Background: an optimization exercise with open tools, aiming at small area, a short achievable clock period and few clock cycles. Do not read the settings as production practice. RTL that was checked went through simulation tests only; none was proved equivalent to the original. For run 2, only the layout was checked, not whether the RTL still works. Power is estimated from default activity; no workload was simulated.

==> flow/design.v (outline; a module is shown in full before it is edited, if it fits) <==
// module weight_regs: 28 lines
// module window_conv: 768 lines
// module class_argmax: 828 lines
// module cnn_classifier: 48 lines
module cnn_classifier #(
    parameter int NUM_WINDOWS = 10
) (
    input  logic        clk_i,
    input  logic        rst,
    input  logic [15:0] data_i,
    input  logic [7:0]  ctrl_i,    
    output logic [3:0]  class_o,
    output logic        done_o
);
  // ...
==> flow/flow/run.sh <==
#!/bin/bash
# The standard layout, with timing repair aiming at a setup slack of 9.5 ns
# (a shorter critical path than the 13 ns clock needs). Constraints unchanged.
set -euo pipefail
bash standard.sh finish SETUP_SLACK_MARGIN=9.5 ADDER_MAP_FILE= > standard_flow.log 2>&1
==> flow/standard.sh <==
#!/bin/bash
# synth_recipe.tcl (not shown) runs the flow's synth.tcl, then flattens the netlist and writes it again
# the make line also repeats each setting of config.mk as NAME=value (left out here)
make -C /OpenROAD-flow-scripts/flow DESIGN_CONFIG=/design/flow/config.mk WORK_HOME=/design/flow/orfs CLKGATE_MAP_FILE= SYNTH_SCRIPT=/design/flow/synth_recipe.tcl "${@:-finish}"
==> flow/config.mk <==
export PLATFORM = sky130hd
export DESIGN_NAME = cnn_classifier
export DESIGN_NICKNAME = cnn_classifier
export VERILOG_FILES = /design/flow/design.v
export SDC_FILE = /design/flow/constraint.sdc
export NUM_CORES = 4
export LEC_CHECK = 0
export CAP_MARGIN = 20
export CORE_MARGIN = 2
export CORE_UTILIZATION = 40
export CTS_CLUSTER_DIAMETER = 100
export CTS_CLUSTER_SIZE = 30
export SLEW_MARGIN = 20
==> flow/constraint.sdc <==
create_clock -name core_clock -period 13.0 [get_ports {clk_i}]
set_input_delay 2.6000 -clock core_clock [delete_from_list [all_inputs] [get_ports {clk_i}]]
set_output_delay 2.6000 -clock core_clock [all_outputs]
set_load 0.01 [all_outputs]
==> flow_metrics.py, run 1 <==
metrics = {
    "yosys": {
        "synth_most_common_cell": "xnor2_1",
        "synthDominantCellAreaShare_pct": 37.2,
        "synthAdderAreaFrac_pct": 6.94,
        "synth.avg_cell_area_um2": 10.9,
    },
    "critical_path": {
        "cp.required_ns": 10.40,
        "cp-endpoint": "class_o[0]",
        "r2r_start": "window_conv_inst.acc_q[1][0]",
        "cp_cell_sequence": "buf_6",
    },
    "cells_and_area": {
        "final-nonclk-buf-share_pct": 1.69,
        "n_all_buffers": 92,
        "clockNetworkAreaShare_pct": 2.64,
        "multi_input_cells": 2827,
        "synthToLayoutAreaGrowth_pct": 7.39,
        "nClkBuffers": 50,
        "seqCellArea_um2": 20600,
    },
    "worst_hold_path": {
        "min_to": "class_argmax_inst.s3_idx_q[3]",
        "hold_class": "reg2reg",
    },
    "placed_design": {
        "dp_hpwl_mm": 69.6,
        "portBuffers": 30,
    },
    "die": {
        "chipWidth_um": 329,
        "initial_utilization_pct": 40.2,
    },
    "drt": {
        "wl_met2_mm": 46.0,
    },
    "power": {
        "p_comb_share_pct": 33.4,
        "netSwitchingPower_w": 0.00235,
        "p_int_w": 0.00452,
    },
    "clocking": {
        "clock_latency_ns": 0.61,
    },
    "global_route": {
        "grt_usage_pct": 18.4,
    },
    "status": {
        "status": "no timing/DRC/antenna violations",
    },
    "sta": {
        "rsz0062_at_grt": "true",
    },
}
Testbench counts, summed over its fixed seeds: cycles 2,632.
==> module window_conv, before the edit <==
module window_conv (
    input  logic         clk_i,
    input  logic         rst_q,
    input  logic [8:0]   pix_i,
    input  logic         valid_i,
    input  logic [215:0] cw_i,       
    output logic [44:0]  feat_o,     
    output logic         start_o     
);
    logic [3:0]  cnt_q;
    logic        wv_q;
    logic        wl_q;
    logic [11:0] ws_a [0:2];
    logic [11:0] ws_b [0:2];
    logic [11:0] ws_a_q [0:2];
    logic [11:0] ws_b_q [0:2];
    logic [14:0] acc_q [0:2];
    logic [14:0] acc_s [0:2];
    logic [14:0] acc_c [0:2];
    logic [14:0] acc_d [0:2];
    logic wt_1;
    logic wt_2;
    logic wt_3;
    logic wt_4;
    logic wt_5;
    logic wt_6;
    logic wt_7;
    logic wt_8;
    logic wt_9;
    logic wt_10;
    logic wt_11;
    logic wt_12;
    logic wt_13;
    logic wt_14;
    logic wt_15;
    logic wt_16;
    logic wt_17;
    logic wt_18;
    logic wt_19;
    logic wt_20;
    logic wt_21;
    logic wt_22;
    logic wt_23;
    logic wt_24;
    logic wt_25;
    logic wt_26;
    logic wt_27;
    logic wt_28;
    logic wt_29;
    logic wt_30;
    logic wt_31;
    logic wt_32;
    logic wt_33;
    logic wt_34;
    logic wt_35;
    logic wt_36;
    logic wt_37;
    logic wt_38;
    logic wt_39;
    logic wt_40;
    logic wt_41;
    logic wt_42;
    logic wt_43;
    logic wt_44;
    logic wt_45;
    logic wt_46;
    logic wt_47;
    logic wt_48;
    logic wt_49;
    logic wt_50;
    logic wt_51;
    logic wt_52;
    logic wt_53;
    logic wt_54;
    logic wt_55;
    logic wt_56;
    logic wt_57;
    logic wt_58;
    logic wt_59;
    logic wt_60;
    logic wt_61;
    logic wt_62;
    logic wt_63;
    logic wt_64;
    logic wt_65;
    logic wt_66;
    logic wt_67;
    logic wt_68;
    logic wt_69;
    logic wt_70;
    logic wt_71;
    logic wt_72;
    logic wt_73;
    logic wt_74;
    logic wt_75;
    logic wt_76;
    logic wt_77;
    logic wt_78;
    logic wt_79;
    logic wt_80;
    logic wt_81;
    logic wt_82;
    logic wt_83;
    logic wt_84;
    logic wt_85;
    logic wt_86;
    logic wt_87;
    logic wt_88;
    logic wt_89;
    logic wt_90;
    logic wt_91;
    logic wt_92;
    logic wt_93;
    logic wt_94;
    logic wt_95;
    logic wt_96;
    logic wt_97;
    logic wt_98;
    logic wt_99;
    logic wt_100;
    logic wt_101;
    logic wt_102;
    logic wt_103;
    logic wt_104;
    logic wt_105;
    logic wt_106;
    logic wt_107;
    logic wt_108;
    logic wt_109;
    logic wt_110;
    logic wt_111;
    logic wt_112;
    logic wt_113;
    logic wt_114;
    logic wt_115;
    logic wt_116;
    logic wt_117;
    logic wt_118;
    logic wt_119;
    logic wt_120;
    logic wt_121;
    logic wt_122;
    logic wt_123;
    logic wt_124;
    logic wt_125;
    logic wt_126;
    logic wt_127;
    logic wt_128;
    logic wt_129;
    logic wt_130;
    logic wt_131;
    logic wt_132;
    logic wt_133;
    logic wt_134;
    logic wt_135;
    logic wt_136;
    logic wt_137;
    logic wt_138;
    logic wt_139;
    logic wt_140;
    logic wt_141;
    logic wt_142;
    logic wt_143;
    logic wt_144;
    logic wt_145;
    logic wt_146;
    logic wt_147;
    logic wt_148;
    logic wt_149;
    logic wt_150;
    logic wt_151;
    logic wt_152;
    logic wt_153;
    logic wt_154;
    logic wt_155;
    logic wt_156;
    logic wt_157;
    logic wt_158;
    logic wt_159;
    logic wt_160;
    logic wt_161;
    logic wt_162;
    logic wt_163;
    logic wt_164;
    logic wt_165;
    logic wt_166;
    logic wt_167;
    logic wt_168;
    logic wt_169;
    logic wt_170;
    logic wt_171;
    logic wt_172;
    logic wt_173;
    logic wt_174;
    logic wt_175;
    logic wt_176;
    logic wt_177;
    logic wt_178;
    logic wt_179;
    logic wt_180;
    logic wt_181;
    logic wt_182;
    logic wt_183;
    logic wt_184;
    logic wt_185;
    logic wt_186;
    logic wt_187;
    logic wt_188;
    logic wt_189;
    logic wt_190;
    logic wt_191;
    logic wt_192;
    logic wt_193;
    logic wt_194;
    logic wt_195;
    logic wt_196;
    logic wt_197;
    logic wt_198;
    logic wt_199;
    logic wt_200;
    logic wt_201;
    logic wt_202;
    logic wt_203;
    logic wt_204;
    logic wt_205;
    logic wt_206;
    logic wt_207;
    logic wt_208;
    logic wt_209;
    logic wt_210;
    logic wt_211;
    logic wt_212;
    logic wt_213;
    logic wt_214;
    logic wt_215;
    logic wt_216;
    logic wt_217;
    logic wt_218;
    logic wt_219;
    logic wt_220;
    logic wt_221;
    logic wt_222;
    logic wt_223;
    logic wt_224;
    logic wt_225;
    logic wt_226;
    logic wt_227;
    logic wt_228;
    logic wt_229;
    logic wt_230;
    logic wt_231;
    logic wt_232;
    logic wt_233;
    logic wt_234;
    logic wt_235;
    logic wt_236;
    logic wt_237;
    logic wt_238;
    logic wt_239;
    logic wt_240;
    logic wt_241;
    logic wt_242;
    logic wt_243;
    logic wt_244;
    logic wt_245;
    logic wt_246;
    logic wt_247;
    logic wt_248;
    logic wt_249;
    logic wt_250;
    logic wt_251;
    logic wt_252;
    logic wt_253;
    logic wt_254;
    logic wt_255;
    logic wt_256;
    logic wt_257;
    logic wt_258;
    logic wt_259;
    logic wt_260;
    logic wt_261;
    logic wt_262;
    logic wt_263;
    logic wt_264;
    logic wt_265;
    logic wt_266;
    logic wt_267;
    logic wt_268;
    logic wt_269;
    logic wt_270;
    logic wt_271;
    logic wt_272;
    logic wt_273;
    logic wt_274;
    logic wt_275;
    logic wt_276;
    logic wt_277;
    logic wt_278;
    logic wt_279;
    logic wt_280;
    logic wt_281;
    logic wt_282;
    logic wt_283;
    logic wt_284;
    logic wt_285;
    logic wt_286;
    logic wt_287;
    logic wt_288;
    logic wt_289;
    logic wt_290;
    logic wt_291;
    logic wt_292;
    logic wt_293;
    logic wt_294;
    logic wt_295;
    logic wt_296;
    logic wt_297;
    logic wt_298;
    logic wt_299;
    logic wt_300;
    logic wt_301;
    logic wt_302;
    logic wt_303;
    logic wt_304;
    logic wt_305;
    logic wt_306;
    logic wt_307;
    logic wt_308;
    logic wt_309;
    logic wt_310;
    logic wt_311;
    logic wt_312;
    logic wt_313;
    logic wt_314;
    logic wt_315;
    logic wt_316;
    logic wt_317;
    logic wt_318;
    logic wt_319;
    logic wt_320;
    logic wt_321;
    logic wt_322;
    logic wt_323;
    logic wt_324;
    logic wt_325;
    logic wt_326;
    logic wt_327;
    logic wt_328;
    logic wt_329;
    logic wt_330;
    logic wt_331;
    logic wt_332;
    logic wt_333;
    logic wt_334;
    logic wt_335;
    logic wt_336;
    logic wt_337;
    logic wt_338;
    logic wt_339;
    logic wt_340;
    logic wt_341;
    logic wt_342;
    logic wt_343;
    logic wt_344;
    logic wt_345;
    logic wt_346;
    logic wt_347;
    logic wt_348;
    assign wt_1 = (pix_i[0] & cw_i[0]) ^ (pix_i[1] & cw_i[8]) ^ (pix_i[2] & cw_i[16]);
    assign wt_2 = ((pix_i[0] & cw_i[0]) & (pix_i[1] & cw_i[8])) | ((pix_i[0] & cw_i[0]) & (pix_i[2] & cw_i[16])) | ((pix_i[1] & cw_i[8]) & (pix_i[2] & cw_i[16]));
    assign wt_3 = (pix_i[3] & cw_i[24]) ^ (pix_i[4] & cw_i[32]);
    assign wt_4 = (pix_i[3] & cw_i[24]) & (pix_i[4] & cw_i[32]);
    assign wt_5 = (pix_i[0] & cw_i[1]) ^ (pix_i[1] & cw_i[9]) ^ (pix_i[2] & cw_i[17]);
    assign wt_6 = ((pix_i[0] & cw_i[1]) & (pix_i[1] & cw_i[9])) | ((pix_i[0] & cw_i[1]) & (pix_i[2] & cw_i[17])) | ((pix_i[1] & cw_i[9]) & (pix_i[2] & cw_i[17]));
    assign wt_7 = (pix_i[3] & cw_i[25]) ^ (pix_i[4] & cw_i[33]) ^ (pix_i[5] & cw_i[41]);
    assign wt_8 = ((pix_i[3] & cw_i[25]) & (pix_i[4] & cw_i[33])) | ((pix_i[3] & cw_i[25]) & (pix_i[5] & cw_i[41])) | ((pix_i[4] & cw_i[33]) & (pix_i[5] & cw_i[41]));
    assign wt_9 = (pix_i[6] & cw_i[49]) ^ (pix_i[7] & cw_i[57]);
    assign wt_10 = (pix_i[6] & cw_i[49]) & (pix_i[7] & cw_i[57]);
    assign wt_11 = (pix_i[0] & cw_i[2]) ^ (pix_i[1] & cw_i[10]) ^ (pix_i[2] & cw_i[18]);
    assign wt_12 = ((pix_i[0] & cw_i[2]) & (pix_i[1] & cw_i[10])) | ((pix_i[0] & cw_i[2]) & (pix_i[2] & cw_i[18])) | ((pix_i[1] & cw_i[10]) & (pix_i[2] & cw_i[18]));
    assign wt_13 = (pix_i[3] & cw_i[26]) ^ (pix_i[4] & cw_i[34]) ^ (pix_i[5] & cw_i[42]);
    assign wt_14 = ((pix_i[3] & cw_i[26]) & (pix_i[4] & cw_i[34])) | ((pix_i[3] & cw_i[26]) & (pix_i[5] & cw_i[42])) | ((pix_i[4] & cw_i[34]) & (pix_i[5] & cw_i[42]));
    assign wt_15 = (pix_i[6] & cw_i[50]) ^ (pix_i[7] & cw_i[58]) ^ (pix_i[8] & cw_i[66]);
    assign wt_16 = ((pix_i[6] & cw_i[50]) & (pix_i[7] & cw_i[58])) | ((pix_i[6] & cw_i[50]) & (pix_i[8] & cw_i[66])) | ((pix_i[7] & cw_i[58]) & (pix_i[8] & cw_i[66]));
    assign wt_17 = (pix_i[0] & cw_i[3]) ^ (pix_i[1] & cw_i[11]) ^ (pix_i[2] & cw_i[19]);
    assign wt_18 = ((pix_i[0] & cw_i[3]) & (pix_i[1] & cw_i[11])) | ((pix_i[0] & cw_i[3]) & (pix_i[2] & cw_i[19])) | ((pix_i[1] & cw_i[11]) & (pix_i[2] & cw_i[19]));
    assign wt_19 = (pix_i[3] & cw_i[27]) ^ (pix_i[4] & cw_i[35]) ^ (pix_i[5] & cw_i[43]);
    assign wt_20 = ((pix_i[3] & cw_i[27]) & (pix_i[4] & cw_i[35])) | ((pix_i[3] & cw_i[27]) & (pix_i[5] & cw_i[43])) | ((pix_i[4] & cw_i[35]) & (pix_i[5] & cw_i[43]));
    assign wt_21 = (pix_i[6] & cw_i[51]) ^ (pix_i[7] & cw_i[59]) ^ (pix_i[8] & cw_i[67]);
    assign wt_22 = ((pix_i[6] & cw_i[51]) & (pix_i[7] & cw_i[59])) | ((pix_i[6] & cw_i[51]) & (pix_i[8] & cw_i[67])) | ((pix_i[7] & cw_i[59]) & (pix_i[8] & cw_i[67]));
    assign wt_23 = (pix_i[0] & cw_i[4]) ^ (pix_i[1] & cw_i[12]) ^ (pix_i[2] & cw_i[20]);
    assign wt_24 = ((pix_i[0] & cw_i[4]) & (pix_i[1] & cw_i[12])) | ((pix_i[0] & cw_i[4]) & (pix_i[2] & cw_i[20])) | ((pix_i[1] & cw_i[12]) & (pix_i[2] & cw_i[20]));
    assign wt_25 = (pix_i[3] & cw_i[28]) ^ (pix_i[4] & cw_i[36]) ^ (pix_i[5] & cw_i[44]);
    assign wt_26 = ((pix_i[3] & cw_i[28]) & (pix_i[4] & cw_i[36])) | ((pix_i[3] & cw_i[28]) & (pix_i[5] & cw_i[44])) | ((pix_i[4] & cw_i[36]) & (pix_i[5] & cw_i[44]));
    assign wt_27 = (pix_i[6] & cw_i[52]) ^ (pix_i[7] & cw_i[60]) ^ (pix_i[8] & cw_i[68]);
    assign wt_28 = ((pix_i[6] & cw_i[52]) & (pix_i[7] & cw_i[60])) | ((pix_i[6] & cw_i[52]) & (pix_i[8] & cw_i[68])) | ((pix_i[7] & cw_i[60]) & (pix_i[8] & cw_i[68]));
    assign wt_29 = (pix_i[0] & cw_i[5]) ^ (pix_i[1] & cw_i[13]) ^ (pix_i[2] & cw_i[21]);
    assign wt_30 = ((pix_i[0] & cw_i[5]) & (pix_i[1] & cw_i[13])) | ((pix_i[0] & cw_i[5]) & (pix_i[2] & cw_i[21])) | ((pix_i[1] & cw_i[13]) & (pix_i[2] & cw_i[21]));
    assign wt_31 = (pix_i[3] & cw_i[29]) ^ (pix_i[4] & cw_i[37]) ^ (pix_i[5] & cw_i[45]);
    assign wt_32 = ((pix_i[3] & cw_i[29]) & (pix_i[4] & cw_i[37])) | ((pix_i[3] & cw_i[29]) & (pix_i[5] & cw_i[45])) | ((pix_i[4] & cw_i[37]) & (pix_i[5] & cw_i[45]));
    assign wt_33 = (pix_i[6] & cw_i[53]) ^ (pix_i[7] & cw_i[61]) ^ (pix_i[8] & cw_i[69]);
    assign wt_34 = ((pix_i[6] & cw_i[53]) & (pix_i[7] & cw_i[61])) | ((pix_i[6] & cw_i[53]) & (pix_i[8] & cw_i[69])) | ((pix_i[7] & cw_i[61]) & (pix_i[8] & cw_i[69]));
    assign wt_35 = (pix_i[0] & cw_i[6]) ^ (pix_i[1] & cw_i[14]) ^ (pix_i[2] & cw_i[22]);
    assign wt_36 = ((pix_i[0] & cw_i[6]) & (pix_i[1] & cw_i[14])) | ((pix_i[0] & cw_i[6]) & (pix_i[2] & cw_i[22])) | ((pix_i[1] & cw_i[14]) & (pix_i[2] & cw_i[22]));
    assign wt_37 = (pix_i[3] & cw_i[30]) ^ (pix_i[4] & cw_i[38]) ^ (pix_i[5] & cw_i[46]);
    assign wt_38 = ((pix_i[3] & cw_i[30]) & (pix_i[4] & cw_i[38])) | ((pix_i[3] & cw_i[30]) & (pix_i[5] & cw_i[46])) | ((pix_i[4] & cw_i[38]) & (pix_i[5] & cw_i[46]));
    assign wt_39 = (pix_i[6] & cw_i[54]) ^ (pix_i[7] & cw_i[62]) ^ (pix_i[8] & cw_i[70]);
    assign wt_40 = ((pix_i[6] & cw_i[54]) & (pix_i[7] & cw_i[62])) | ((pix_i[6] & cw_i[54]) & (pix_i[8] & cw_i[70])) | ((pix_i[7] & cw_i[62]) & (pix_i[8] & cw_i[70]));
    assign wt_41 = ~(pix_i[0] & cw_i[7]) ^ ~(pix_i[1] & cw_i[15]) ^ ~(pix_i[2] & cw_i[23]);
    assign wt_42 = (~(pix_i[0] & cw_i[7]) & ~(pix_i[1] & cw_i[15])) | (~(pix_i[0] & cw_i[7]) & ~(pix_i[2] & cw_i[23])) | (~(pix_i[1] & cw_i[15]) & ~(pix_i[2] & cw_i[23]));
    assign wt_43 = ~(pix_i[3] & cw_i[31]) ^ ~(pix_i[4] & cw_i[39]) ^ ~(pix_i[5] & cw_i[47]);
    assign wt_44 = (~(pix_i[3] & cw_i[31]) & ~(pix_i[4] & cw_i[39])) | (~(pix_i[3] & cw_i[31]) & ~(pix_i[5] & cw_i[47])) | (~(pix_i[4] & cw_i[39]) & ~(pix_i[5] & cw_i[47]));
    assign wt_45 = ~(pix_i[6] & cw_i[55]) ^ ~(pix_i[7] & cw_i[63]) ^ ~(pix_i[8] & cw_i[71]);
    assign wt_46 = (~(pix_i[6] & cw_i[55]) & ~(pix_i[7] & cw_i[63])) | (~(pix_i[6] & cw_i[55]) & ~(pix_i[8] & cw_i[71])) | (~(pix_i[7] & cw_i[63]) & ~(pix_i[8] & cw_i[71]));
    assign wt_47 = (pix_i[5] & cw_i[40]) ^ (pix_i[6] & cw_i[48]) ^ (pix_i[7] & cw_i[56]);
    assign wt_48 = ((pix_i[5] & cw_i[40]) & (pix_i[6] & cw_i[48])) | ((pix_i[5] & cw_i[40]) & (pix_i[7] & cw_i[56])) | ((pix_i[6] & cw_i[48]) & (pix_i[7] & cw_i[56]));
    assign wt_49 = (pix_i[8] & cw_i[65]) ^ wt_2 ^ wt_4;
    assign wt_50 = ((pix_i[8] & cw_i[65]) & wt_2) | ((pix_i[8] & cw_i[65]) & wt_4) | (wt_2 & wt_4);
    assign wt_51 = wt_5 ^ wt_7;
    assign wt_52 = wt_5 & wt_7;
    assign wt_53 = wt_6 ^ wt_8 ^ wt_10;
    assign wt_54 = (wt_6 & wt_8) | (wt_6 & wt_10) | (wt_8 & wt_10);
    assign wt_55 = wt_11 ^ wt_13 ^ wt_15;
    assign wt_56 = (wt_11 & wt_13) | (wt_11 & wt_15) | (wt_13 & wt_15);
    assign wt_57 = wt_12 ^ wt_14 ^ wt_16;
    assign wt_58 = (wt_12 & wt_14) | (wt_12 & wt_16) | (wt_14 & wt_16);
    assign wt_59 = wt_17 ^ wt_19 ^ wt_21;
    assign wt_60 = (wt_17 & wt_19) | (wt_17 & wt_21) | (wt_19 & wt_21);
    assign wt_61 = wt_18 ^ wt_20 ^ wt_22;
    assign wt_62 = (wt_18 & wt_20) | (wt_18 & wt_22) | (wt_20 & wt_22);
    assign wt_63 = wt_23 ^ wt_25 ^ wt_27;
    assign wt_64 = (wt_23 & wt_25) | (wt_23 & wt_27) | (wt_25 & wt_27);
    assign wt_65 = wt_24 ^ wt_26 ^ wt_28;
    assign wt_66 = (wt_24 & wt_26) | (wt_24 & wt_28) | (wt_26 & wt_28);
    assign wt_67 = wt_29 ^ wt_31 ^ wt_33;
    assign wt_68 = (wt_29 & wt_31) | (wt_29 & wt_33) | (wt_31 & wt_33);
    assign wt_69 = wt_30 ^ wt_32 ^ wt_34;
    assign wt_70 = (wt_30 & wt_32) | (wt_30 & wt_34) | (wt_32 & wt_34);
    assign wt_71 = wt_35 ^ wt_37 ^ wt_39;
    assign wt_72 = (wt_35 & wt_37) | (wt_35 & wt_39) | (wt_37 & wt_39);
    assign wt_73 = wt_36 ^ wt_38 ^ wt_40;
    assign wt_74 = (wt_36 & wt_38) | (wt_36 & wt_40) | (wt_38 & wt_40);
    assign wt_75 = wt_41 ^ wt_43 ^ wt_45;
    assign wt_76 = (wt_41 & wt_43) | (wt_41 & wt_45) | (wt_43 & wt_45);
    assign wt_77 = wt_42 ^ wt_44;
    assign wt_78 = wt_42 & wt_44;
    assign wt_79 = (pix_i[8] & cw_i[64]) ^ wt_1;
    assign wt_80 = (pix_i[8] & cw_i[64]) & wt_1;
    assign wt_81 = wt_9 ^ wt_48 ^ wt_49;
    assign wt_82 = (wt_9 & wt_48) | (wt_9 & wt_49) | (wt_48 & wt_49);
    assign wt_83 = wt_50 ^ wt_52 ^ wt_53;
    assign wt_84 = (wt_50 & wt_52) | (wt_50 & wt_53) | (wt_52 & wt_53);
    assign wt_85 = wt_54 ^ wt_56 ^ wt_57;
    assign wt_86 = (wt_54 & wt_56) | (wt_54 & wt_57) | (wt_56 & wt_57);
    assign wt_87 = wt_58 ^ wt_60 ^ wt_61;
    assign wt_88 = (wt_58 & wt_60) | (wt_58 & wt_61) | (wt_60 & wt_61);
    assign wt_89 = wt_62 ^ wt_64 ^ wt_65;
    assign wt_90 = (wt_62 & wt_64) | (wt_62 & wt_65) | (wt_64 & wt_65);
    assign wt_91 = wt_66 ^ wt_68 ^ wt_69;
    assign wt_92 = (wt_66 & wt_68) | (wt_66 & wt_69) | (wt_68 & wt_69);
    assign wt_93 = wt_70 ^ wt_72 ^ wt_73;
    assign wt_94 = (wt_70 & wt_72) | (wt_70 & wt_73) | (wt_72 & wt_73);
    assign wt_95 = wt_46 ^ wt_74 ^ wt_76;
    assign wt_96 = (wt_46 & wt_74) | (wt_46 & wt_76) | (wt_74 & wt_76);
    assign wt_97 = wt_3 ^ wt_47;
    assign wt_98 = wt_3 & wt_47;
    assign wt_99 = wt_51 ^ wt_80 ^ wt_81;
    assign wt_100 = (wt_51 & wt_80) | (wt_51 & wt_81) | (wt_80 & wt_81);
    assign wt_101 = wt_55 ^ wt_82 ^ wt_83;
    assign wt_102 = (wt_55 & wt_82) | (wt_55 & wt_83) | (wt_82 & wt_83);
    assign wt_103 = wt_59 ^ wt_84 ^ wt_85;
    assign wt_104 = (wt_59 & wt_84) | (wt_59 & wt_85) | (wt_84 & wt_85);
    assign wt_105 = wt_63 ^ wt_86 ^ wt_87;
    assign wt_106 = (wt_63 & wt_86) | (wt_63 & wt_87) | (wt_86 & wt_87);
    assign wt_107 = wt_67 ^ wt_88 ^ wt_89;
    assign wt_108 = (wt_67 & wt_88) | (wt_67 & wt_89) | (wt_88 & wt_89);
    assign wt_109 = wt_71 ^ wt_90 ^ wt_91;
    assign wt_110 = (wt_71 & wt_90) | (wt_71 & wt_91) | (wt_90 & wt_91);
    assign wt_111 = wt_75 ^ wt_92 ^ wt_93;
    assign wt_112 = (wt_75 & wt_92) | (wt_75 & wt_93) | (wt_92 & wt_93);
    assign wt_113 = wt_77 ^ wt_94 ^ wt_95;
    assign wt_114 = (wt_77 & wt_94) | (wt_77 & wt_95) | (wt_94 & wt_95);
    assign wt_115 = wt_78 ^ wt_96;
    assign wt_116 = wt_78 & wt_96;
    assign wt_117 = (pix_i[0] & cw_i[72]) ^ (pix_i[1] & cw_i[80]) ^ (pix_i[2] & cw_i[88]);
    assign wt_118 = ((pix_i[0] & cw_i[72]) & (pix_i[1] & cw_i[80])) | ((pix_i[0] & cw_i[72]) & (pix_i[2] & cw_i[88])) | ((pix_i[1] & cw_i[80]) & (pix_i[2] & cw_i[88]));
    assign wt_119 = (pix_i[3] & cw_i[96]) ^ (pix_i[4] & cw_i[104]);
    assign wt_120 = (pix_i[3] & cw_i[96]) & (pix_i[4] & cw_i[104]);
    assign wt_121 = (pix_i[0] & cw_i[73]) ^ (pix_i[1] & cw_i[81]) ^ (pix_i[2] & cw_i[89]);
    assign wt_122 = ((pix_i[0] & cw_i[73]) & (pix_i[1] & cw_i[81])) | ((pix_i[0] & cw_i[73]) & (pix_i[2] & cw_i[89])) | ((pix_i[1] & cw_i[81]) & (pix_i[2] & cw_i[89]));
    assign wt_123 = (pix_i[3] & cw_i[97]) ^ (pix_i[4] & cw_i[105]) ^ (pix_i[5] & cw_i[113]);
    assign wt_124 = ((pix_i[3] & cw_i[97]) & (pix_i[4] & cw_i[105])) | ((pix_i[3] & cw_i[97]) & (pix_i[5] & cw_i[113])) | ((pix_i[4] & cw_i[105]) & (pix_i[5] & cw_i[113]));
    assign wt_125 = (pix_i[6] & cw_i[121]) ^ (pix_i[7] & cw_i[129]);
    assign wt_126 = (pix_i[6] & cw_i[121]) & (pix_i[7] & cw_i[129]);
    assign wt_127 = (pix_i[0] & cw_i[74]) ^ (pix_i[1] & cw_i[82]) ^ (pix_i[2] & cw_i[90]);
    assign wt_128 = ((pix_i[0] & cw_i[74]) & (pix_i[1] & cw_i[82])) | ((pix_i[0] & cw_i[74]) & (pix_i[2] & cw_i[90])) | ((pix_i[1] & cw_i[82]) & (pix_i[2] & cw_i[90]));
    assign wt_129 = (pix_i[3] & cw_i[98]) ^ (pix_i[4] & cw_i[106]) ^ (pix_i[5] & cw_i[114]);
    assign wt_130 = ((pix_i[3] & cw_i[98]) & (pix_i[4] & cw_i[106])) | ((pix_i[3] & cw_i[98]) & (pix_i[5] & cw_i[114])) | ((pix_i[4] & cw_i[106]) & (pix_i[5] & cw_i[114]));
    assign wt_131 = (pix_i[6] & cw_i[122]) ^ (pix_i[7] & cw_i[130]) ^ (pix_i[8] & cw_i[138]);
    assign wt_132 = ((pix_i[6] & cw_i[122]) & (pix_i[7] & cw_i[130])) | ((pix_i[6] & cw_i[122]) & (pix_i[8] & cw_i[138])) | ((pix_i[7] & cw_i[130]) & (pix_i[8] & cw_i[138]));
    assign wt_133 = (pix_i[0] & cw_i[75]) ^ (pix_i[1] & cw_i[83]) ^ (pix_i[2] & cw_i[91]);
    assign wt_134 = ((pix_i[0] & cw_i[75]) & (pix_i[1] & cw_i[83])) | ((pix_i[0] & cw_i[75]) & (pix_i[2] & cw_i[91])) | ((pix_i[1] & cw_i[83]) & (pix_i[2] & cw_i[91]));
    assign wt_135 = (pix_i[3] & cw_i[99]) ^ (pix_i[4] & cw_i[107]) ^ (pix_i[5] & cw_i[115]);
    assign wt_136 = ((pix_i[3] & cw_i[99]) & (pix_i[4] & cw_i[107])) | ((pix_i[3] & cw_i[99]) & (pix_i[5] & cw_i[115])) | ((pix_i[4] & cw_i[107]) & (pix_i[5] & cw_i[115]));
    assign wt_137 = (pix_i[6] & cw_i[123]) ^ (pix_i[7] & cw_i[131]) ^ (pix_i[8] & cw_i[139]);
    assign wt_138 = ((pix_i[6] & cw_i[123]) & (pix_i[7] & cw_i[131])) | ((pix_i[6] & cw_i[123]) & (pix_i[8] & cw_i[139])) | ((pix_i[7] & cw_i[131]) & (pix_i[8] & cw_i[139]));
    assign wt_139 = (pix_i[0] & cw_i[76]) ^ (pix_i[1] & cw_i[84]) ^ (pix_i[2] & cw_i[92]);
    assign wt_140 = ((pix_i[0] & cw_i[76]) & (pix_i[1] & cw_i[84])) | ((pix_i[0] & cw_i[76]) & (pix_i[2] & cw_i[92])) | ((pix_i[1] & cw_i[84]) & (pix_i[2] & cw_i[92]));
    assign wt_141 = (pix_i[3] & cw_i[100]) ^ (pix_i[4] & cw_i[108]) ^ (pix_i[5] & cw_i[116]);
    assign wt_142 = ((pix_i[3] & cw_i[100]) & (pix_i[4] & cw_i[108])) | ((pix_i[3] & cw_i[100]) & (pix_i[5] & cw_i[116])) | ((pix_i[4] & cw_i[108]) & (pix_i[5] & cw_i[116]));
    assign wt_143 = (pix_i[6] & cw_i[124]) ^ (pix_i[7] & cw_i[132]) ^ (pix_i[8] & cw_i[140]);
    assign wt_144 = ((pix_i[6] & cw_i[124]) & (pix_i[7] & cw_i[132])) | ((pix_i[6] & cw_i[124]) & (pix_i[8] & cw_i[140])) | ((pix_i[7] & cw_i[132]) & (pix_i[8] & cw_i[140]));
    assign wt_145 = (pix_i[0] & cw_i[77]) ^ (pix_i[1] & cw_i[85]) ^ (pix_i[2] & cw_i[93]);
    assign wt_146 = ((pix_i[0] & cw_i[77]) & (pix_i[1] & cw_i[85])) | ((pix_i[0] & cw_i[77]) & (pix_i[2] & cw_i[93])) | ((pix_i[1] & cw_i[85]) & (pix_i[2] & cw_i[93]));
    assign wt_147 = (pix_i[3] & cw_i[101]) ^ (pix_i[4] & cw_i[109]) ^ (pix_i[5] & cw_i[117]);
    assign wt_148 = ((pix_i[3] & cw_i[101]) & (pix_i[4] & cw_i[109])) | ((pix_i[3] & cw_i[101]) & (pix_i[5] & cw_i[117])) | ((pix_i[4] & cw_i[109]) & (pix_i[5] & cw_i[117]));
    assign wt_149 = (pix_i[6] & cw_i[125]) ^ (pix_i[7] & cw_i[133]) ^ (pix_i[8] & cw_i[141]);
    assign wt_150 = ((pix_i[6] & cw_i[125]) & (pix_i[7] & cw_i[133])) | ((pix_i[6] & cw_i[125]) & (pix_i[8] & cw_i[141])) | ((pix_i[7] & cw_i[133]) & (pix_i[8] & cw_i[141]));
    assign wt_151 = (pix_i[0] & cw_i[78]) ^ (pix_i[1] & cw_i[86]) ^ (pix_i[2] & cw_i[94]);
    assign wt_152 = ((pix_i[0] & cw_i[78]) & (pix_i[1] & cw_i[86])) | ((pix_i[0] & cw_i[78]) & (pix_i[2] & cw_i[94])) | ((pix_i[1] & cw_i[86]) & (pix_i[2] & cw_i[94]));
    assign wt_153 = (pix_i[3] & cw_i[102]) ^ (pix_i[4] & cw_i[110]) ^ (pix_i[5] & cw_i[118]);
    assign wt_154 = ((pix_i[3] & cw_i[102]) & (pix_i[4] & cw_i[110])) | ((pix_i[3] & cw_i[102]) & (pix_i[5] & cw_i[118])) | ((pix_i[4] & cw_i[110]) & (pix_i[5] & cw_i[118]));
    assign wt_155 = (pix_i[6] & cw_i[126]) ^ (pix_i[7] & cw_i[134]) ^ (pix_i[8] & cw_i[142]);
    assign wt_156 = ((pix_i[6] & cw_i[126]) & (pix_i[7] & cw_i[134])) | ((pix_i[6] & cw_i[126]) & (pix_i[8] & cw_i[142])) | ((pix_i[7] & cw_i[134]) & (pix_i[8] & cw_i[142]));
    assign wt_157 = ~(pix_i[0] & cw_i[79]) ^ ~(pix_i[1] & cw_i[87]) ^ ~(pix_i[2] & cw_i[95]);
    assign wt_158 = (~(pix_i[0] & cw_i[79]) & ~(pix_i[1] & cw_i[87])) | (~(pix_i[0] & cw_i[79]) & ~(pix_i[2] & cw_i[95])) | (~(pix_i[1] & cw_i[87]) & ~(pix_i[2] & cw_i[95]));
    assign wt_159 = ~(pix_i[3] & cw_i[103]) ^ ~(pix_i[4] & cw_i[111]) ^ ~(pix_i[5] & cw_i[119]);
    assign wt_160 = (~(pix_i[3] & cw_i[103]) & ~(pix_i[4] & cw_i[111])) | (~(pix_i[3] & cw_i[103]) & ~(pix_i[5] & cw_i[119])) | (~(pix_i[4] & cw_i[111]) & ~(pix_i[5] & cw_i[119]));
    assign wt_161 = ~(pix_i[6] & cw_i[127]) ^ ~(pix_i[7] & cw_i[135]) ^ ~(pix_i[8] & cw_i[143]);
    assign wt_162 = (~(pix_i[6] & cw_i[127]) & ~(pix_i[7] & cw_i[135])) | (~(pix_i[6] & cw_i[127]) & ~(pix_i[8] & cw_i[143])) | (~(pix_i[7] & cw_i[135]) & ~(pix_i[8] & cw_i[143]));
    assign wt_163 = (pix_i[5] & cw_i[112]) ^ (pix_i[6] & cw_i[120]) ^ (pix_i[7] & cw_i[128]);
    assign wt_164 = ((pix_i[5] & cw_i[112]) & (pix_i[6] & cw_i[120])) | ((pix_i[5] & cw_i[112]) & (pix_i[7] & cw_i[128])) | ((pix_i[6] & cw_i[120]) & (pix_i[7] & cw_i[128]));
    assign wt_165 = (pix_i[8] & cw_i[137]) ^ wt_118 ^ wt_120;
    assign wt_166 = ((pix_i[8] & cw_i[137]) & wt_118) | ((pix_i[8] & cw_i[137]) & wt_120) | (wt_118 & wt_120);
    assign wt_167 = wt_121 ^ wt_123;
    assign wt_168 = wt_121 & wt_123;
    assign wt_169 = wt_122 ^ wt_124 ^ wt_126;
    assign wt_170 = (wt_122 & wt_124) | (wt_122 & wt_126) | (wt_124 & wt_126);
    assign wt_171 = wt_127 ^ wt_129 ^ wt_131;
    assign wt_172 = (wt_127 & wt_129) | (wt_127 & wt_131) | (wt_129 & wt_131);
    assign wt_173 = wt_128 ^ wt_130 ^ wt_132;
    assign wt_174 = (wt_128 & wt_130) | (wt_128 & wt_132) | (wt_130 & wt_132);
    assign wt_175 = wt_133 ^ wt_135 ^ wt_137;
    assign wt_176 = (wt_133 & wt_135) | (wt_133 & wt_137) | (wt_135 & wt_137);
    assign wt_177 = wt_134 ^ wt_136 ^ wt_138;
    assign wt_178 = (wt_134 & wt_136) | (wt_134 & wt_138) | (wt_136 & wt_138);
    assign wt_179 = wt_139 ^ wt_141 ^ wt_143;
    assign wt_180 = (wt_139 & wt_141) | (wt_139 & wt_143) | (wt_141 & wt_143);
    assign wt_181 = wt_140 ^ wt_142 ^ wt_144;
    assign wt_182 = (wt_140 & wt_142) | (wt_140 & wt_144) | (wt_142 & wt_144);
    assign wt_183 = wt_145 ^ wt_147 ^ wt_149;
    assign wt_184 = (wt_145 & wt_147) | (wt_145 & wt_149) | (wt_147 & wt_149);
    assign wt_185 = wt_146 ^ wt_148 ^ wt_150;
    assign wt_186 = (wt_146 & wt_148) | (wt_146 & wt_150) | (wt_148 & wt_150);
    assign wt_187 = wt_151 ^ wt_153 ^ wt_155;
    assign wt_188 = (wt_151 & wt_153) | (wt_151 & wt_155) | (wt_153 & wt_155);
    assign wt_189 = wt_152 ^ wt_154 ^ wt_156;
    assign wt_190 = (wt_152 & wt_154) | (wt_152 & wt_156) | (wt_154 & wt_156);
    assign wt_191 = wt_157 ^ wt_159 ^ wt_161;
    assign wt_192 = (wt_157 & wt_159) | (wt_157 & wt_161) | (wt_159 & wt_161);
    assign wt_193 = wt_158 ^ wt_160;
    assign wt_194 = wt_158 & wt_160;
    assign wt_195 = (pix_i[8] & cw_i[136]) ^ wt_117;
    assign wt_196 = (pix_i[8] & cw_i[136]) & wt_117;
    assign wt_197 = wt_125 ^ wt_164 ^ wt_165;
    assign wt_198 = (wt_125 & wt_164) | (wt_125 & wt_165) | (wt_164 & wt_165);
    assign wt_199 = wt_166 ^ wt_168 ^ wt_169;
    assign wt_200 = (wt_166 & wt_168) | (wt_166 & wt_169) | (wt_168 & wt_169);
    assign wt_201 = wt_170 ^ wt_172 ^ wt_173;
    assign wt_202 = (wt_170 & wt_172) | (wt_170 & wt_173) | (wt_172 & wt_173);
    assign wt_203 = wt_174 ^ wt_176 ^ wt_177;
    assign wt_204 = (wt_174 & wt_176) | (wt_174 & wt_177) | (wt_176 & wt_177);
    assign wt_205 = wt_178 ^ wt_180 ^ wt_181;
    assign wt_206 = (wt_178 & wt_180) | (wt_178 & wt_181) | (wt_180 & wt_181);
    assign wt_207 = wt_182 ^ wt_184 ^ wt_185;
    assign wt_208 = (wt_182 & wt_184) | (wt_182 & wt_185) | (wt_184 & wt_185);
    assign wt_209 = wt_186 ^ wt_188 ^ wt_189;
    assign wt_210 = (wt_186 & wt_188) | (wt_186 & wt_189) | (wt_188 & wt_189);
    assign wt_211 = wt_162 ^ wt_190 ^ wt_192;
    assign wt_212 = (wt_162 & wt_190) | (wt_162 & wt_192) | (wt_190 & wt_192);
    assign wt_213 = wt_119 ^ wt_163;
    assign wt_214 = wt_119 & wt_163;
    assign wt_215 = wt_167 ^ wt_196 ^ wt_197;
    assign wt_216 = (wt_167 & wt_196) | (wt_167 & wt_197) | (wt_196 & wt_197);
    assign wt_217 = wt_171 ^ wt_198 ^ wt_199;
    assign wt_218 = (wt_171 & wt_198) | (wt_171 & wt_199) | (wt_198 & wt_199);
    assign wt_219 = wt_175 ^ wt_200 ^ wt_201;
    assign wt_220 = (wt_175 & wt_200) | (wt_175 & wt_201) | (wt_200 & wt_201);
    assign wt_221 = wt_179 ^ wt_202 ^ wt_203;
    assign wt_222 = (wt_179 & wt_202) | (wt_179 & wt_203) | (wt_202 & wt_203);
    assign wt_223 = wt_183 ^ wt_204 ^ wt_205;
    assign wt_224 = (wt_183 & wt_204) | (wt_183 & wt_205) | (wt_204 & wt_205);
    assign wt_225 = wt_187 ^ wt_206 ^ wt_207;
    assign wt_226 = (wt_187 & wt_206) | (wt_187 & wt_207) | (wt_206 & wt_207);
    assign wt_227 = wt_191 ^ wt_208 ^ wt_209;
    assign wt_228 = (wt_191 & wt_208) | (wt_191 & wt_209) | (wt_208 & wt_209);
    assign wt_229 = wt_193 ^ wt_210 ^ wt_211;
    assign wt_230 = (wt_193 & wt_210) | (wt_193 & wt_211) | (wt_210 & wt_211);
    assign wt_231 = wt_194 ^ wt_212;
    assign wt_232 = wt_194 & wt_212;
    assign wt_233 = (pix_i[0] & cw_i[144]) ^ (pix_i[1] & cw_i[152]) ^ (pix_i[2] & cw_i[160]);
    assign wt_234 = ((pix_i[0] & cw_i[144]) & (pix_i[1] & cw_i[152])) | ((pix_i[0] & cw_i[144]) & (pix_i[2] & cw_i[160])) | ((pix_i[1] & cw_i[152]) & (pix_i[2] & cw_i[160]));
    assign wt_235 = (pix_i[3] & cw_i[168]) ^ (pix_i[4] & cw_i[176]);
    assign wt_236 = (pix_i[3] & cw_i[168]) & (pix_i[4] & cw_i[176]);
    assign wt_237 = (pix_i[0] & cw_i[145]) ^ (pix_i[1] & cw_i[153]) ^ (pix_i[2] & cw_i[161]);
    assign wt_238 = ((pix_i[0] & cw_i[145]) & (pix_i[1] & cw_i[153])) | ((pix_i[0] & cw_i[145]) & (pix_i[2] & cw_i[161])) | ((pix_i[1] & cw_i[153]) & (pix_i[2] & cw_i[161]));
    assign wt_239 = (pix_i[3] & cw_i[169]) ^ (pix_i[4] & cw_i[177]) ^ (pix_i[5] & cw_i[185]);
    assign wt_240 = ((pix_i[3] & cw_i[169]) & (pix_i[4] & cw_i[177])) | ((pix_i[3] & cw_i[169]) & (pix_i[5] & cw_i[185])) | ((pix_i[4] & cw_i[177]) & (pix_i[5] & cw_i[185]));
    assign wt_241 = (pix_i[6] & cw_i[193]) ^ (pix_i[7] & cw_i[201]);
    assign wt_242 = (pix_i[6] & cw_i[193]) & (pix_i[7] & cw_i[201]);
    assign wt_243 = (pix_i[0] & cw_i[146]) ^ (pix_i[1] & cw_i[154]) ^ (pix_i[2] & cw_i[162]);
    assign wt_244 = ((pix_i[0] & cw_i[146]) & (pix_i[1] & cw_i[154])) | ((pix_i[0] & cw_i[146]) & (pix_i[2] & cw_i[162])) | ((pix_i[1] & cw_i[154]) & (pix_i[2] & cw_i[162]));
    assign wt_245 = (pix_i[3] & cw_i[170]) ^ (pix_i[4] & cw_i[178]) ^ (pix_i[5] & cw_i[186]);
    assign wt_246 = ((pix_i[3] & cw_i[170]) & (pix_i[4] & cw_i[178])) | ((pix_i[3] & cw_i[170]) & (pix_i[5] & cw_i[186])) | ((pix_i[4] & cw_i[178]) & (pix_i[5] & cw_i[186]));
    assign wt_247 = (pix_i[6] & cw_i[194]) ^ (pix_i[7] & cw_i[202]) ^ (pix_i[8] & cw_i[210]);
    assign wt_248 = ((pix_i[6] & cw_i[194]) & (pix_i[7] & cw_i[202])) | ((pix_i[6] & cw_i[194]) & (pix_i[8] & cw_i[210])) | ((pix_i[7] & cw_i[202]) & (pix_i[8] & cw_i[210]));
    assign wt_249 = (pix_i[0] & cw_i[147]) ^ (pix_i[1] & cw_i[155]) ^ (pix_i[2] & cw_i[163]);
    assign wt_250 = ((pix_i[0] & cw_i[147]) & (pix_i[1] & cw_i[155])) | ((pix_i[0] & cw_i[147]) & (pix_i[2] & cw_i[163])) | ((pix_i[1] & cw_i[155]) & (pix_i[2] & cw_i[163]));
    assign wt_251 = (pix_i[3] & cw_i[171]) ^ (pix_i[4] & cw_i[179]) ^ (pix_i[5] & cw_i[187]);
    assign wt_252 = ((pix_i[3] & cw_i[171]) & (pix_i[4] & cw_i[179])) | ((pix_i[3] & cw_i[171]) & (pix_i[5] & cw_i[187])) | ((pix_i[4] & cw_i[179]) & (pix_i[5] & cw_i[187]));
    assign wt_253 = (pix_i[6] & cw_i[195]) ^ (pix_i[7] & cw_i[203]) ^ (pix_i[8] & cw_i[211]);
    assign wt_254 = ((pix_i[6] & cw_i[195]) & (pix_i[7] & cw_i[203])) | ((pix_i[6] & cw_i[195]) & (pix_i[8] & cw_i[211])) | ((pix_i[7] & cw_i[203]) & (pix_i[8] & cw_i[211]));
    assign wt_255 = (pix_i[0] & cw_i[148]) ^ (pix_i[1] & cw_i[156]) ^ (pix_i[2] & cw_i[164]);
    assign wt_256 = ((pix_i[0] & cw_i[148]) & (pix_i[1] & cw_i[156])) | ((pix_i[0] & cw_i[148]) & (pix_i[2] & cw_i[164])) | ((pix_i[1] & cw_i[156]) & (pix_i[2] & cw_i[164]));
    assign wt_257 = (pix_i[3] & cw_i[172]) ^ (pix_i[4] & cw_i[180]) ^ (pix_i[5] & cw_i[188]);
    assign wt_258 = ((pix_i[3] & cw_i[172]) & (pix_i[4] & cw_i[180])) | ((pix_i[3] & cw_i[172]) & (pix_i[5] & cw_i[188])) | ((pix_i[4] & cw_i[180]) & (pix_i[5] & cw_i[188]));
    assign wt_259 = (pix_i[6] & cw_i[196]) ^ (pix_i[7] & cw_i[204]) ^ (pix_i[8] & cw_i[212]);
    assign wt_260 = ((pix_i[6] & cw_i[196]) & (pix_i[7] & cw_i[204])) | ((pix_i[6] & cw_i[196]) & (pix_i[8] & cw_i[212])) | ((pix_i[7] & cw_i[204]) & (pix_i[8] & cw_i[212]));
    assign wt_261 = (pix_i[0] & cw_i[149]) ^ (pix_i[1] & cw_i[157]) ^ (pix_i[2] & cw_i[165]);
    assign wt_262 = ((pix_i[0] & cw_i[149]) & (pix_i[1] & cw_i[157])) | ((pix_i[0] & cw_i[149]) & (pix_i[2] & cw_i[165])) | ((pix_i[1] & cw_i[157]) & (pix_i[2] & cw_i[165]));
    assign wt_263 = (pix_i[3] & cw_i[173]) ^ (pix_i[4] & cw_i[181]) ^ (pix_i[5] & cw_i[189]);
    assign wt_264 = ((pix_i[3] & cw_i[173]) & (pix_i[4] & cw_i[181])) | ((pix_i[3] & cw_i[173]) & (pix_i[5] & cw_i[189])) | ((pix_i[4] & cw_i[181]) & (pix_i[5] & cw_i[189]));
    assign wt_265 = (pix_i[6] & cw_i[197]) ^ (pix_i[7] & cw_i[205]) ^ (pix_i[8] & cw_i[213]);
    assign wt_266 = ((pix_i[6] & cw_i[197]) & (pix_i[7] & cw_i[205])) | ((pix_i[6] & cw_i[197]) & (pix_i[8] & cw_i[213])) | ((pix_i[7] & cw_i[205]) & (pix_i[8] & cw_i[213]));
    assign wt_267 = (pix_i[0] & cw_i[150]) ^ (pix_i[1] & cw_i[158]) ^ (pix_i[2] & cw_i[166]);
    assign wt_268 = ((pix_i[0] & cw_i[150]) & (pix_i[1] & cw_i[158])) | ((pix_i[0] & cw_i[150]) & (pix_i[2] & cw_i[166])) | ((pix_i[1] & cw_i[158]) & (pix_i[2] & cw_i[166]));
    assign wt_269 = (pix_i[3] & cw_i[174]) ^ (pix_i[4] & cw_i[182]) ^ (pix_i[5] & cw_i[190]);
    assign wt_270 = ((pix_i[3] & cw_i[174]) & (pix_i[4] & cw_i[182])) | ((pix_i[3] & cw_i[174]) & (pix_i[5] & cw_i[190])) | ((pix_i[4] & cw_i[182]) & (pix_i[5] & cw_i[190]));
    assign wt_271 = (pix_i[6] & cw_i[198]) ^ (pix_i[7] & cw_i[206]) ^ (pix_i[8] & cw_i[214]);
    assign wt_272 = ((pix_i[6] & cw_i[198]) & (pix_i[7] & cw_i[206])) | ((pix_i[6] & cw_i[198]) & (pix_i[8] & cw_i[214])) | ((pix_i[7] & cw_i[206]) & (pix_i[8] & cw_i[214]));
    assign wt_273 = ~(pix_i[0] & cw_i[151]) ^ ~(pix_i[1] & cw_i[159]) ^ ~(pix_i[2] & cw_i[167]);
    assign wt_274 = (~(pix_i[0] & cw_i[151]) & ~(pix_i[1] & cw_i[159])) | (~(pix_i[0] & cw_i[151]) & ~(pix_i[2] & cw_i[167])) | (~(pix_i[1] & cw_i[159]) & ~(pix_i[2] & cw_i[167]));
    assign wt_275 = ~(pix_i[3] & cw_i[175]) ^ ~(pix_i[4] & cw_i[183]) ^ ~(pix_i[5] & cw_i[191]);
    assign wt_276 = (~(pix_i[3] & cw_i[175]) & ~(pix_i[4] & cw_i[183])) | (~(pix_i[3] & cw_i[175]) & ~(pix_i[5] & cw_i[191])) | (~(pix_i[4] & cw_i[183]) & ~(pix_i[5] & cw_i[191]));
    assign wt_277 = ~(pix_i[6] & cw_i[199]) ^ ~(pix_i[7] & cw_i[207]) ^ ~(pix_i[8] & cw_i[215]);
    assign wt_278 = (~(pix_i[6] & cw_i[199]) & ~(pix_i[7] & cw_i[207])) | (~(pix_i[6] & cw_i[199]) & ~(pix_i[8] & cw_i[215])) | (~(pix_i[7] & cw_i[207]) & ~(pix_i[8] & cw_i[215]));
    assign wt_279 = (pix_i[5] & cw_i[184]) ^ (pix_i[6] & cw_i[192]) ^ (pix_i[7] & cw_i[200]);
    assign wt_280 = ((pix_i[5] & cw_i[184]) & (pix_i[6] & cw_i[192])) | ((pix_i[5] & cw_i[184]) & (pix_i[7] & cw_i[200])) | ((pix_i[6] & cw_i[192]) & (pix_i[7] & cw_i[200]));
    assign wt_281 = (pix_i[8] & cw_i[209]) ^ wt_234 ^ wt_236;
    assign wt_282 = ((pix_i[8] & cw_i[209]) & wt_234) | ((pix_i[8] & cw_i[209]) & wt_236) | (wt_234 & wt_236);
    assign wt_283 = wt_237 ^ wt_239;
    assign wt_284 = wt_237 & wt_239;
    assign wt_285 = wt_238 ^ wt_240 ^ wt_242;
    assign wt_286 = (wt_238 & wt_240) | (wt_238 & wt_242) | (wt_240 & wt_242);
    assign wt_287 = wt_243 ^ wt_245 ^ wt_247;
    assign wt_288 = (wt_243 & wt_245) | (wt_243 & wt_247) | (wt_245 & wt_247);
    assign wt_289 = wt_244 ^ wt_246 ^ wt_248;
    assign wt_290 = (wt_244 & wt_246) | (wt_244 & wt_248) | (wt_246 & wt_248);
    assign wt_291 = wt_249 ^ wt_251 ^ wt_253;
    assign wt_292 = (wt_249 & wt_251) | (wt_249 & wt_253) | (wt_251 & wt_253);
    assign wt_293 = wt_250 ^ wt_252 ^ wt_254;
    assign wt_294 = (wt_250 & wt_252) | (wt_250 & wt_254) | (wt_252 & wt_254);
    assign wt_295 = wt_255 ^ wt_257 ^ wt_259;
    assign wt_296 = (wt_255 & wt_257) | (wt_255 & wt_259) | (wt_257 & wt_259);
    assign wt_297 = wt_256 ^ wt_258 ^ wt_260;
    assign wt_298 = (wt_256 & wt_258) | (wt_256 & wt_260) | (wt_258 & wt_260);
    assign wt_299 = wt_261 ^ wt_263 ^ wt_265;
    assign wt_300 = (wt_261 & wt_263) | (wt_261 & wt_265) | (wt_263 & wt_265);
    assign wt_301 = wt_262 ^ wt_264 ^ wt_266;
    assign wt_302 = (wt_262 & wt_264) | (wt_262 & wt_266) | (wt_264 & wt_266);
    assign wt_303 = wt_267 ^ wt_269 ^ wt_271;
    assign wt_304 = (wt_267 & wt_269) | (wt_267 & wt_271) | (wt_269 & wt_271);
    assign wt_305 = wt_268 ^ wt_270 ^ wt_272;
    assign wt_306 = (wt_268 & wt_270) | (wt_268 & wt_272) | (wt_270 & wt_272);
    assign wt_307 = wt_273 ^ wt_275 ^ wt_277;
    assign wt_308 = (wt_273 & wt_275) | (wt_273 & wt_277) | (wt_275 & wt_277);
    assign wt_309 = wt_274 ^ wt_276;
    assign wt_310 = wt_274 & wt_276;
    assign wt_311 = (pix_i[8] & cw_i[208]) ^ wt_233;
    assign wt_312 = (pix_i[8] & cw_i[208]) & wt_233;
    assign wt_313 = wt_241 ^ wt_280 ^ wt_281;
    assign wt_314 = (wt_241 & wt_280) | (wt_241 & wt_281) | (wt_280 & wt_281);
    assign wt_315 = wt_282 ^ wt_284 ^ wt_285;
    assign wt_316 = (wt_282 & wt_284) | (wt_282 & wt_285) | (wt_284 & wt_285);
    assign wt_317 = wt_286 ^ wt_288 ^ wt_289;
    assign wt_318 = (wt_286 & wt_288) | (wt_286 & wt_289) | (wt_288 & wt_289);
    assign wt_319 = wt_290 ^ wt_292 ^ wt_293;
    assign wt_320 = (wt_290 & wt_292) | (wt_290 & wt_293) | (wt_292 & wt_293);
    assign wt_321 = wt_294 ^ wt_296 ^ wt_297;
    assign wt_322 = (wt_294 & wt_296) | (wt_294 & wt_297) | (wt_296 & wt_297);
    assign wt_323 = wt_298 ^ wt_300 ^ wt_301;
    assign wt_324 = (wt_298 & wt_300) | (wt_298 & wt_301) | (wt_300 & wt_301);
    assign wt_325 = wt_302 ^ wt_304 ^ wt_305;
    assign wt_326 = (wt_302 & wt_304) | (wt_302 & wt_305) | (wt_304 & wt_305);
    assign wt_327 = wt_278 ^ wt_306 ^ wt_308;
    assign wt_328 = (wt_278 & wt_306) | (wt_278 & wt_308) | (wt_306 & wt_308);
    assign wt_329 = wt_235 ^ wt_279;
    assign wt_330 = wt_235 & wt_279;
    assign wt_331 = wt_283 ^ wt_312 ^ wt_313;
    assign wt_332 = (wt_283 & wt_312) | (wt_283 & wt_313) | (wt_312 & wt_313);
    assign wt_333 = wt_287 ^ wt_314 ^ wt_315;
    assign wt_334 = (wt_287 & wt_314) | (wt_287 & wt_315) | (wt_314 & wt_315);
    assign wt_335 = wt_291 ^ wt_316 ^ wt_317;
    assign wt_336 = (wt_291 & wt_316) | (wt_291 & wt_317) | (wt_316 & wt_317);
    assign wt_337 = wt_295 ^ wt_318 ^ wt_319;
    assign wt_338 = (wt_295 & wt_318) | (wt_295 & wt_319) | (wt_318 & wt_319);
    assign wt_339 = wt_299 ^ wt_320 ^ wt_321;
    assign wt_340 = (wt_299 & wt_320) | (wt_299 & wt_321) | (wt_320 & wt_321);
    assign wt_341 = wt_303 ^ wt_322 ^ wt_323;
    assign wt_342 = (wt_303 & wt_322) | (wt_303 & wt_323) | (wt_322 & wt_323);
    assign wt_343 = wt_307 ^ wt_324 ^ wt_325;
    assign wt_344 = (wt_307 & wt_324) | (wt_307 & wt_325) | (wt_324 & wt_325);
    assign wt_345 = wt_309 ^ wt_326 ^ wt_327;
    assign wt_346 = (wt_309 & wt_326) | (wt_309 & wt_327) | (wt_326 & wt_327);
    assign wt_347 = wt_310 ^ wt_328;
    assign wt_348 = wt_310 & wt_328;
    assign ws_a[0] = {1'b0, wt_116, wt_114, wt_112, wt_110, wt_108, wt_106, wt_104, wt_102, wt_100, wt_98, wt_79};
    assign ws_b[0] = {1'b0, 1'b0, wt_115, wt_113, wt_111, wt_109, wt_107, wt_105, wt_103, wt_101, wt_99, wt_97};
    assign ws_a[1] = {1'b0, wt_232, wt_230, wt_228, wt_226, wt_224, wt_222, wt_220, wt_218, wt_216, wt_214, wt_195};
    assign ws_b[1] = {1'b0, 1'b0, wt_231, wt_229, wt_227, wt_225, wt_223, wt_221, wt_219, wt_217, wt_215, wt_213};
    assign ws_a[2] = {1'b0, wt_348, wt_346, wt_344, wt_342, wt_340, wt_338, wt_336, wt_334, wt_332, wt_330, wt_311};
    assign ws_b[2] = {1'b0, 1'b0, wt_347, wt_345, wt_343, wt_341, wt_339, wt_337, wt_335, wt_333, wt_331, wt_329};
    always_ff @(posedge clk_i) begin
        if (rst_q) begin
            cnt_q <= '0;
            wv_q  <= 1'b0;
            wl_q  <= 1'b0;
        end else begin
            wv_q <= valid_i;
            wl_q <= valid_i && (cnt_q == 4'd9);
            if (valid_i) begin
                cnt_q <= (cnt_q == 4'd9) ? 4'd0 : cnt_q + 4'd1;
            end
        end
    end
    always_ff @(posedge clk_i) begin
        for (int f = 0; f < 3; f++) begin
            ws_a_q[f] <= ws_a[f];
            ws_b_q[f] <= ws_b[f];
        end
    end
    always_comb begin
        for (int f = 0; f < 3; f++) begin
            acc_s[f] = acc_q[f] ^ {3'b0, ws_a_q[f]} ^ {3'b0, ws_b_q[f]};
            acc_c[f] = {(acc_q[f][13:0] & {2'b0, ws_a_q[f]}) |
                        (acc_q[f][13:0] & {2'b0, ws_b_q[f]}) |
                        ({2'b0, ws_a_q[f]} & {2'b0, ws_b_q[f]}), 1'b0};
            acc_d[f] = acc_s[f] + acc_c[f];
        end
    end
    always_ff @(posedge clk_i) begin
        for (int f = 0; f < 3; f++) begin
            if (rst_q) begin
                acc_q[f] <= cnn_pkg::ACC_INIT;
            end else if (wv_q) begin
                acc_q[f] <= wl_q ? cnn_pkg::ACC_INIT : acc_d[f];
            end
        end
    end
    always_ff @(posedge clk_i) begin
        if (wv_q && wl_q) begin
            for (int f = 0; f < 3; f++) begin
                feat_o[15*f +: 15] <= acc_d[f];
            end
        end
    end
    assign start_o = wv_q && wl_q;
endmodule
==> run 2, diff against run 1 <==
--- a/flow/design.v
+++ b/flow/design.v
@@ -51,11 +51,8 @@
     logic        wl_q;
     logic [11:0] ws_a [0:2];
     logic [11:0] ws_b [0:2];
-    logic [11:0] ws_a_q [0:2];
-    logic [11:0] ws_b_q [0:2];
+    logic [11:0] ws_q [0:2];
     logic [14:0] acc_q [0:2];
-    logic [14:0] acc_s [0:2];
-    logic [14:0] acc_c [0:2];
     logic [14:0] acc_d [0:2];
     logic wt_1;
     logic wt_2;
@@ -774,17 +771,12 @@
     end
     always_ff @(posedge clk_i) begin
         for (int f = 0; f < 3; f++) begin
-            ws_a_q[f] <= ws_a[f];
-            ws_b_q[f] <= ws_b[f];
+            ws_q[f] <= ws_a[f] + ws_b[f];
         end
     end
     always_comb begin
         for (int f = 0; f < 3; f++) begin
-            acc_s[f] = acc_q[f] ^ {3'b0, ws_a_q[f]} ^ {3'b0, ws_b_q[f]};
-            acc_c[f] = {(acc_q[f][13:0] & {2'b0, ws_a_q[f]}) |
-                        (acc_q[f][13:0] & {2'b0, ws_b_q[f]}) |
-                        ({2'b0, ws_a_q[f]} & {2'b0, ws_b_q[f]}), 1'b0};
-            acc_d[f] = acc_s[f] + acc_c[f];
+            acc_d[f] = acc_q[f] + {3'b0, ws_q[f]};
         end
     end
     always_ff @(posedge clk_i) begin
==> run 2 against run 1 <==
Net effect: clock-buffer cell count down 5; sequential cell count down 27; clock skew down 0.0030 ns; first-iteration DRC count up 3.1%; clock power down about 10%; via count up 2.6%; synthesized cell count down 3.1%; wire length up 9.5%; largest cell class unchanged; design area up 4.7%; final cell count up 0.65%; area after synthesis down 1.7%.
==> flow_metrics.py, run 2 <==
metrics = {
    "power": {
        "p_comb_share_pct": 39.1,
        "p_leak_nw": 16.5,
        "power_density_nw_per_um2": 146,
        "clock_power_share_pct": 18.0,
        "max-vdd-ir-drop_mv": 0.145,
        "switching_share_pct": 32.6,
        "p_int_w": 0.00466,
        "netSwitchingPower_w": 0.00225,
        "pwr-share-seq_pct": 42.9,
    },
    "global_route": {
        "grt_max_degree": 58,
        "grt_pass1_vias": 27028,
        "grt_usage_pct": 20.0,
        "overflow": 0,
        "antenna_found_initial": 3,
        "grt_pass1_wl_mm": 164,
    },
    "cells_and_area": {
        "synthToLayoutAreaGrowth_pct": 14.4,
        "layout.nets": 3865,
        "reg.largest.list": "weight_regs_inst.w_o: 456 flops, window_conv_inst.acc_q: 45 flops, window_conv_inst.feat_o: 45 flops",
        "layout_commonest_cell": "xnor2_1",
        "antenna_cells": 0,
        "top_register": "weight_regs_inst.w_o",
        "utilization_pct": 45.9,
        "final_cell_mix": "xnor2_1 (626), edfxtp_1 (522), nand2_1 (412)",
        "fin_area_um2": 47400,
        "drive_above_1_share_pct": 15.8,
        "largest_reg_flops": 456,
    },
    "die": {
        "num_rows": 118,
        "dieArea_um2": 106000,
        "ios": 31,
        "die_height_um": 326,
        "coreArea_um2": 103000,
        "chipWidth_um": 326,
        "initial_utilization_pct": 40.2,
    },
    "clocking": {
        "cts.path.max_buffers": 3,
        "numCtsBuffers": 31,
        "cts_root_buffer": "clkbuf_16",
        "clock_latency_ns": 0.71,
        "cts_sinks": 740,
        "cts_tree": "yes",
        "clk_pin_slew_ns": 0.11,
        "cts_max_level": 1,
    },
    "drt": {
        "vias": 28362,
        "drtPass1Iterations": 6,
        "via_per_inst": 5.41,
        "drt-wirelength-per-cell_um": 21.0,
        "drc": 0,
        "first_iter_violations": 2596,
        "drt-total-wl_mm": 110,
        "ant_nets": 0,
    },
    "worst_hold_path": {
        "hold_start": "class_argmax_inst.s2_idx_q[3]",
        "hold_class": "reg2reg",
        "holdPathStages": 0,
        "min_to": "class_argmax_inst.s3_idx_q[3]",
    },
    "critical_path": {
        "rr_endpoint": "class_argmax_inst.max_q[16]",
        "worstSetupStartpointType": "flop",
        "path_buf_inv": 0,
        "cp-end-kind": "flop",
        "path_max_fanout": 4,
        "crit_top_cell": "maj3_2",
        "r2r_slack_ns": 9.15,
        "crit_type": "reg2reg",
        "cp_cell_sequence": "or2_4 -> a311oi_2 -> o31ai_2 -> a31o_2 -> a211o_4 -> a21oi_4 -> o311ai_4 -> a221oi_2 -> a221oi_2 -> maj3_2 -> maj3_2 -> maj3_2 -> maj3_2",
        "critical-path-top-delay-family": "compound AO/OA/AOI/OAI gates",
        "max_stage_delay_ns": 0.37,
        "reg2reg_depth": 13,
        "crit_slowest_cell": "a211o_4",
        "r2r_start": "class_argmax_inst.ps_a_q[2]",
        "crit_arrival_ns": 4.27,
        "cp.required_ns": 13.42,
    },
    "yosys": {
        "ys.flop_type": "edfxtp_1",
        "synth_area_um2": 41500,
        "yosys-top-cells-area": "edfxtp_1 (38%), xnor2_1 (14%), dfxtp_1 (11%), maj3_1 (5.9%), xor2_1 (4.9%)",
        "synth_nets": 3770,
        "yosys-top-cells-count": "xnor2_1 (662), edfxtp_1 (522), nand2_1 (439)",
        "synth_edf_count": 522,
        "yosys_warnings": 15,
        "yosys.cell_types.count": 75,
        "ys_seq_area_share_pct": 48.3,
        "yosys.area.top_type": "edfxtp_1",
        "ys_ff_latch": 740,
        "synth_most_common_cell": "xnor2_1",
        "synthDominantCellAreaShare_pct": 37.8,
        "async_flop_share_pct": 0,
        "syn_inst": 3744,
        "synth.avg_cell_area_um2": 11.1,
    },
    "sta": {
        "maxSlewHeadroom_pct": 20.5,
        "drv_slew": 0,
        "worstMarginPinSlew_ns": 1.16,
        "finalHoldViolations": 0,
        "setup-tns-final_ns": 0,
        "rsz0062_at_grt": "true",
        "period_minus_slack_ns": 3.85,
        "setup_viol": 0,
        "fin_skew_ns": 0.0477,
        "fin_crit_sh_pct": 29.6,
        "setup_ws_ns": 9.15,
        "fmax_ghz": 0.260,
    },
    "placed_design": {
        "dp_hpwl_mm": 70.0,
        "post-place-ws_ns": 8.65,
        "gp_congestion": 0.919,
        "portBuffers": 30,
        "dpl_cell_area_um2": 43500,
    },
    "status": {
        "status": "no timing/DRC/antenna violations",
    },
    "job": {
        "cap_viol_max_count": 0,
    },
}
## run 2: power by group through the flow
stage / Sequential, W / Clock (W) / Combinational [W]
2_1_floorplan: 0.00295 / 0 / 0.00157
6_report: 0.00296 / 0.00125 / 0.00270
3_5_place_dp: 0.00300 / 0 / 0.00194
4_1_cts: 0.00295 / 0.00128 / 0.00232
5_1_grt: 0.00299 / 0.00136 / 0.00293
3_3_place_gp: 0.00299 / 0 / 0.00192
## run 2: cell type report
type	count	area, um2
inverter	69	259
sequential	740	20100
clock buffer	45	838
fill	9412	55800
timing repair buffer	252	2560
tap	1380	1730
multi-input combinational	2745	21700
clock inverter	13	169
## run 2: repair_timing
item	in CTS	in global routing
buffers inserted	92	54
hold buffers	0	0
resized for setup	222	186
setup endpoints to repair	79	102
pin swaps	113	132
gates cloned	9	2
## run 2: metal layers
layer  GRT usage, %  routed length (um)  part of all wire (%)
met5              0                   0                     0
met4           5.86                3370                   3.1
met3           2.30                6580                   6.0
met2           33.4               51900                    47
met1           27.3               48400                    44
## run 2: stage by stage
step / hold WS [ns] / instances / total power [W]
6_report: 0.377 / 5244 / 0.00691
5_1_grt: 0.379 / 5244 / 0.00727
4_1_cts: 0.375 / 5188 / 0.00656
3_5_place_dp: 0.359 / 5029 / 0.00494
3_3_place_gp: 0.353 / 5028 / 0.00491
2_1_floorplan: 0.349 / 3744 / 0.00452
## run 2: how the worst max path moves through the flow
stage,start,end,slack [ns],cells after the start
global placement,class_argmax_inst.ps_b_q[0],class_argmax_inst.max_q[15],8.75,13
finish,class_argmax_inst.ps_a_q[2],class_argmax_inst.max_q[16],9.15,13
CTS,class_argmax_inst.ps_a_q[0],class_argmax_inst.max_q[16],9.06,13
detailed placement,class_argmax_inst.ps_b_q[1],class_argmax_inst.max_q[16],8.65,13
global route,class_argmax_inst.ps_a_q[2],class_argmax_inst.max_q[16],9.02,13
floorplan,class_argmax_inst.ps_a_q[2],class_argmax_inst.max_q[16],9.33,13
## run 2: cells by family (layout without fill, tap and decap cells)
family	after synthesis	after routing	share of synthesized area (%)
xor+xnor	955	955	22.3
simple gates	854	854	9.02
flops	740	740	48.3
compound gates	663	663	11.2
fa+ha+maj	263	263	6.40
buf+inv	259	379	2.50
mux	10	10	0.241

-- afterwards: timing with drivers on the ports --
The flow's constraints put no driver on any port. The routed layouts listed below were extracted and timed again, unchanged, in two steps. Step 1 assumes that a clkbuf_16 drives the clock port and a buf_2 every other input. Step 2, shift: input delay + t, output delay - t, t = (earliest + latest rising clock arrival at the registers) / 2. This alone moves slack from input paths to output paths. Slacks: ideal / step 1 / step 2; pairs: ideal / step 1.
run	shift t [ns]	setup WS [ns]	worst register clock-pin slew, ns
run 1	0.652	9.367 / 9.303 / 9.510	0.12 / 0.12
run 2	0.744	9.147 / 9.147 / 9.147	0.12 / 0.12
After both steps setup and hold are still met in every run listed.
